Source: an optimization exercise on an open RTL-to-GDS flow (aim: small area). Production flows keep margins and buffers that such runs may drop.
Function not checked in this run: the RTL went through the layout flow alone.
Power and IR drop assume default switching activity.

==> design/flow/design.v <==
module wb_regfile #(
    parameter int unsigned XLEN = 32,
    parameter int unsigned NREG = 32,
    parameter int unsigned CNTW = 16
) (
    input  logic                    clk_i,
    input  logic                    rst_i,
    input  logic                    RegWrite_i,
    input  logic                    MemtoReg_i,
    input  logic [XLEN-1:0]         ALUResult_i,
    input  logic [XLEN-1:0]         RDdata_i,
    input  logic [$clog2(NREG)-1:0] RDaddr_i,
    input  logic [$clog2(NREG)-1:0] RS1addr_i,
    input  logic [$clog2(NREG)-1:0] RS2addr_i,
    output logic [XLEN-1:0]         RS1data_o,
    output logic [XLEN-1:0]         RS2data_o,
    output logic [XLEN-1:0]         WBdata_o,
    output logic                    WBvalid_o,
    output logic [CNTW-1:0]         WBcount_o
);
    localparam int unsigned AW = $clog2(NREG);
    logic [XLEN-1:0] regs_q [NREG];
    logic [CNTW-1:0] cnt_q;
    logic [XLEN-1:0] wb_data_c;
    logic            wb_valid_c;
    always_comb begin
        wb_data_c  = MemtoReg_i ? RDdata_i : ALUResult_i;
        wb_valid_c = RegWrite_i && (RDaddr_i != '0);
    end
    function automatic logic [XLEN-1:0] read_port(input logic [AW-1:0] addr);
        logic [XLEN-1:0] data;
        data = regs_q[addr];
        if (addr == '0)
            data = '0;
        else if (wb_valid_c && !rst_i && (addr == RDaddr_i))
            data = wb_data_c;
        read_port = data;
    endfunction
    always_comb begin
        WBdata_o  = wb_data_c;
        WBvalid_o = wb_valid_c;
        WBcount_o = cnt_q;
        RS1data_o = read_port(RS1addr_i);
        RS2data_o = read_port(RS2addr_i);
    end
    always_ff @(posedge clk_i) begin
        if (rst_i) begin
            for (int i = 0; i < int'(NREG); i++) regs_q[i] <= '0;
            cnt_q <= '0;
        end else if (wb_valid_c) begin
            regs_q[RDaddr_i] <= wb_data_c;
            cnt_q            <= cnt_q + CNTW'(1);
        end
    end
endmodule
==> design/flow/run.sh <==
#!/bin/bash
# synth_recipe.tcl (not shown) runs the flow's synth.tcl, then flattens the netlist and writes it again
# the make line also repeats each setting of config.mk as NAME=value (left out here)
make -C /OpenROAD-flow-scripts/flow DESIGN_CONFIG=/design/flow/config.mk WORK_HOME=/design/flow/orfs CLKGATE_MAP_FILE= SYNTH_SCRIPT=/design/flow/synth_recipe.tcl finish
==> design/flow/config.mk <==
export PLATFORM = sky130hd
export DESIGN_NAME = wb_regfile
export DESIGN_NICKNAME = wb_regfile
export VERILOG_FILES = /design/flow/design.v
export SDC_FILE = /design/flow/constraint.sdc
export NUM_CORES = 4
export LEC_CHECK = 0
export CAP_MARGIN = 20
export CORE_MARGIN = 2
export CORE_UTILIZATION = 40
export PLACE_DENSITY = 0.6
export SLEW_MARGIN = 20
==> design/flow/constraint.sdc <==
create_clock -name core_clock -period 7.0 [get_ports {clk_i}]
set_input_delay 1.4000 -clock core_clock [delete_from_list [all_inputs] [get_ports {clk_i}]]
set_output_delay 1.4000 -clock core_clock [all_outputs]
set_load 0.01 [all_outputs]
==> metrics.yaml <==
logic_synthesis:
  synthMuxAreaShare_pct: 21.9
  ys_async_sr_fraction_pct: 0
  synth-edff-count: 1024
  synth_seq_area_share_pct: 57.8
  synth_xor_xnor_area_share_pct: 0.326
  synth_fa_ha_area_share_pct: 0.0233
  postSynthAreaPerCell_um2: 13.5
  synth_top_family_by_area: "multiplexers"
  synth-compound-area-share_pct: 6.43
  syn_inst: 3970
  synthDistinctLibCells: 58
  synthFlopType: "edfxtp_1"
  yosysWarnings: 1
  netlist_area_um2: 53800
  synth_simple_gate_area_share_pct: 9.72
  synth.ff_latch_count: 1040
routing:
  final_antenna_net_count: 0
  wl_um: 213000
  drt_iter0_drc: 5726
  vias_per_cell: 6.55
  drc: 0
  routedWlPerCell_um: 35.5
  vias: 39200
  first_pass_iters: 6
critical_path:
  cp.buffers_inverters: 5
  path_class: "primary input to primary output"
  crit_arrival_ps: 5370
  worst_ep_required_time_ps: 5600
  crit_slowest_cell: "clkdlybuf4s50_1"
  crit_path_frequent_cell: "buf_4"
  cp_top_family: "buffers and inverters"
  crit_fanout: 28
  slowest_delay_ps: 770
  start_kind: "primary input"
  critPathCaptureType: "primary output"
  crit_chain: "clkdlybuf4s50_1 > buf_4 > buf_4 > nor3b_4 > buf_4 > a221o_1 > nor3_1 > nor3_1 > a211oi_2 > clkdlybuf4s50_1"
power:
  vdd_drop_max_uv: 219
  p_per_area_nw_per_um2: 251
  leakage_nw: 21.7
floorplan:
  io_pins: 196
  fp.dieW_um: 371
  die_height_um: 371
  rows: 134
  start_util_pct: 40.3
  core_um2: 133000
  die-area_um2: 137000
grt:
  antenna_found_initial: 10
  grt_pass1_wl_um: 294000
  grt_usage_pct: 30.6
  grt_max_degree: 79
  grt-ovfl-total: 0
  grt_pass1_vias: 38700
clocking:
  cts.sinks: 1040
  max-clock-path-buffers: 3
  cts_root_buf: "clkbuf_16"
  post_cts_buffers: 0
  cts_tree: "yes"
  clk_latency_ps: 730
  post_cts.resized_instances: 0
  cts_buffers: 110
  cts_max_level: 3
  clk_pin_slew_worst_paths_ps: 60
  ctsHoldBuffers: 0
timing:
  finalSetupTns_ps: 0
  tightest_slew_ps: 1150
  rsz0062_at_grt: "no"
  finClkSkew_ps: 5.62
  slew_headroom_pct: 21.5
  slew_viol_final: 0
  setup_viol: 0
  fmax_ghz: 0.148
  period_share_pct: 96.7
  min_period_ps: 6770
  finalHoldViolCount: 0
final_layout:
  drive_above_1_share_pct: 23.6
  num-fill-cells: 11800
  final_cell_mix: "nor2_1 (1,075), edfxtp_1 (1,024), mux4_2 (385)"
  nets: 4222
  mostFrequentLayoutCell: "nor2_1"
  finalCoreUtilization_pct: 46.8
  area_delta_synth_final_pct: 16.2
  final_area_um2: 62500
hold_path:
  hp-class: "flip-flop to flip-flop"
placed_design:
  dpl_cell_area_um2: 59000
  dpl.hpwl_um: 134000
  gp_congestion: 1.01
  io_buffers: 195
status:
  status: "finished clean"
job:
  maxCapViolCount: 0
layout make-up:
type                            instances  area (um^2)  area share (%)
Multi-Input combinational cell       2503        21400            34.2
Inverter                               36          135           0.216
Clock inverter                         67          703            1.12
Clock buffer                          129         2820            4.52
Tap cell                             1768         2210            3.54
Sequential cell                      1040        31100            49.7
Antenna cell                            2         5.00         0.00801
Timing Repair Buffer                  447         4180            6.69
layer usage:
layer / share of wire (%) / GRT usage, %
met2: 44 / 45.9
met3: 14 / 10.3
met5: 0.033 / 0.140
met1: 36 / 38.8
met4: 6.5 / 18.0
worst paths after layout:
| check | startpoint | to | slack, ps | cells past startpoint |
|---|---|---|---|---|
| min | cnt_q[8]$_SDFFE_PP0P_ | cnt_q[8]$_SDFFE_PP0P_ | 500 | 2 |
| max reg2reg | cnt_q[1]$_SDFFE_PP0P_ | cnt_q[15]$_SDFFE_PP0P_ | 5000 | 5 |
| max | RS2addr_i[4] | RS2data_o[2] | 230 | 10 |
| min reg2reg | cnt_q[8]$_SDFFE_PP0P_ | cnt_q[8]$_SDFFE_PP0P_ | 500 | 2 |
kinds of logic after synthesis:
logic type      Yosys count
xor+xnor                 20
flops                  1040
simple gates           1290
other cells               1
buf+inv                 458
compound gates          474
mux                     686
fa+ha+maj                 1
worst min-delay path: stages, from the launching register on:
cell and delay, ps:
dfxtp_1 330, o21ai_0 70, a21oi_1 60
registers in the layout, summed over array words and instances (netlist names):
name    flops
cnt_q      16
regs_q   1024
power breakdown:
part | internal, mW | leakage (nW) | switching, mW
Combinational | 0.920 | 10.1 | 1.46
Clock | 3.38 | 1.72 | 2.55
Sequential | 7.18 | 9.88 | 0.166
Total | 11.5 | 21.7 | 4.18
synthesized netlist by cell type (2+ instances only):
cell type     n  area share (%)
nor4_2        2           0.047
o21ai_1       3           0.028
o22a_1        3           0.049
buf_1         8           0.056
nor3_1       79            0.74
nor2_1     1076             7.5
o21a_1       34            0.47
and2_1        2           0.023
a221oi_1     36            0.59
o22ai_1     122             1.4
or3_1         6           0.070
nand2_1      47            0.33
o211ai_1     37            0.52
or2_1         2           0.023
xnor2_1      17            0.28
nand4_1       3           0.035
nor2b_1       4           0.047
and3_1        2           0.023
nand3_1       8           0.074
a211oi_1     14            0.20
or2_2         2           0.023
clkbuf_1    283             2.0
mux2i_1     246             4.6
buf_6        19            0.40
buf_2        81            0.75
nand2b_1     36            0.42
xor2_1        3           0.049
o2111ai_1     3           0.049
buf_4        29            0.40
dfxtp_1      16            0.60
o21ai_0      54            0.50
mux2_2       55             1.2
o221ai_1     28            0.46
mux4_2      385              16
edfxtp_1   1024              57
a221o_1      28            0.52
nor3b_1       7           0.098
and3b_1       4           0.065
inv_1        36            0.25
a211oi_2     28            0.65
a21oi_1      44            0.41
and4_1        2           0.033
a22oi_1      36            0.50
nor3_2        2           0.037
per-stage QoR:
step | hold slack, ps | instances | power, mW | worst slack (ps)
after global routing | 536 | 5990 | 16.0 | 307
final | 504 | 5992 | 15.7 | 229
after global placement | 489 | 5794 | 9.74 | 510
after detailed placement | 494 | 5794 | 9.77 | 509
after CTS | 505 | 5990 | 15.6 | 487
after floorplan | 504 | 4001 | 8.64 | 2650

## separate check: timing with driven ports
No port has a modelled driver above. Below, the same layout with a new extraction and two added sets of constraints. Step 1 (the two cells are an assumption about what drives the block):
set clk [get_ports {clk_i}]
set_driving_cell -lib_cell sky130_fd_sc_hd__clkbuf_16 $clk
set_driving_cell -lib_cell sky130_fd_sc_hd__buf_2 [delete_from_list [all_inputs] $clk]
Step 2 moves the port delays by t, midway between the first and last clock arrival at a register: inputs arrive t later, outputs are due t later. That takes back most of the time a late clock gives input paths. Three values: ideal ports, drivers, drivers and shift; two values: the first two.
t (ns): 0.802
setup slack, ns: 0.229 / 0.199 / 0.199
worst hold slack (ns): 0.504 / 0.504 / 0.504
clock arrival spread, ns: 0.039 / 0.038
pins driven straight from the clock port: 1
After both steps setup and hold are still met in this run. For this run, drivers alone change the setup slack by -0.030 ns; drivers and shift together by -0.030 ns.
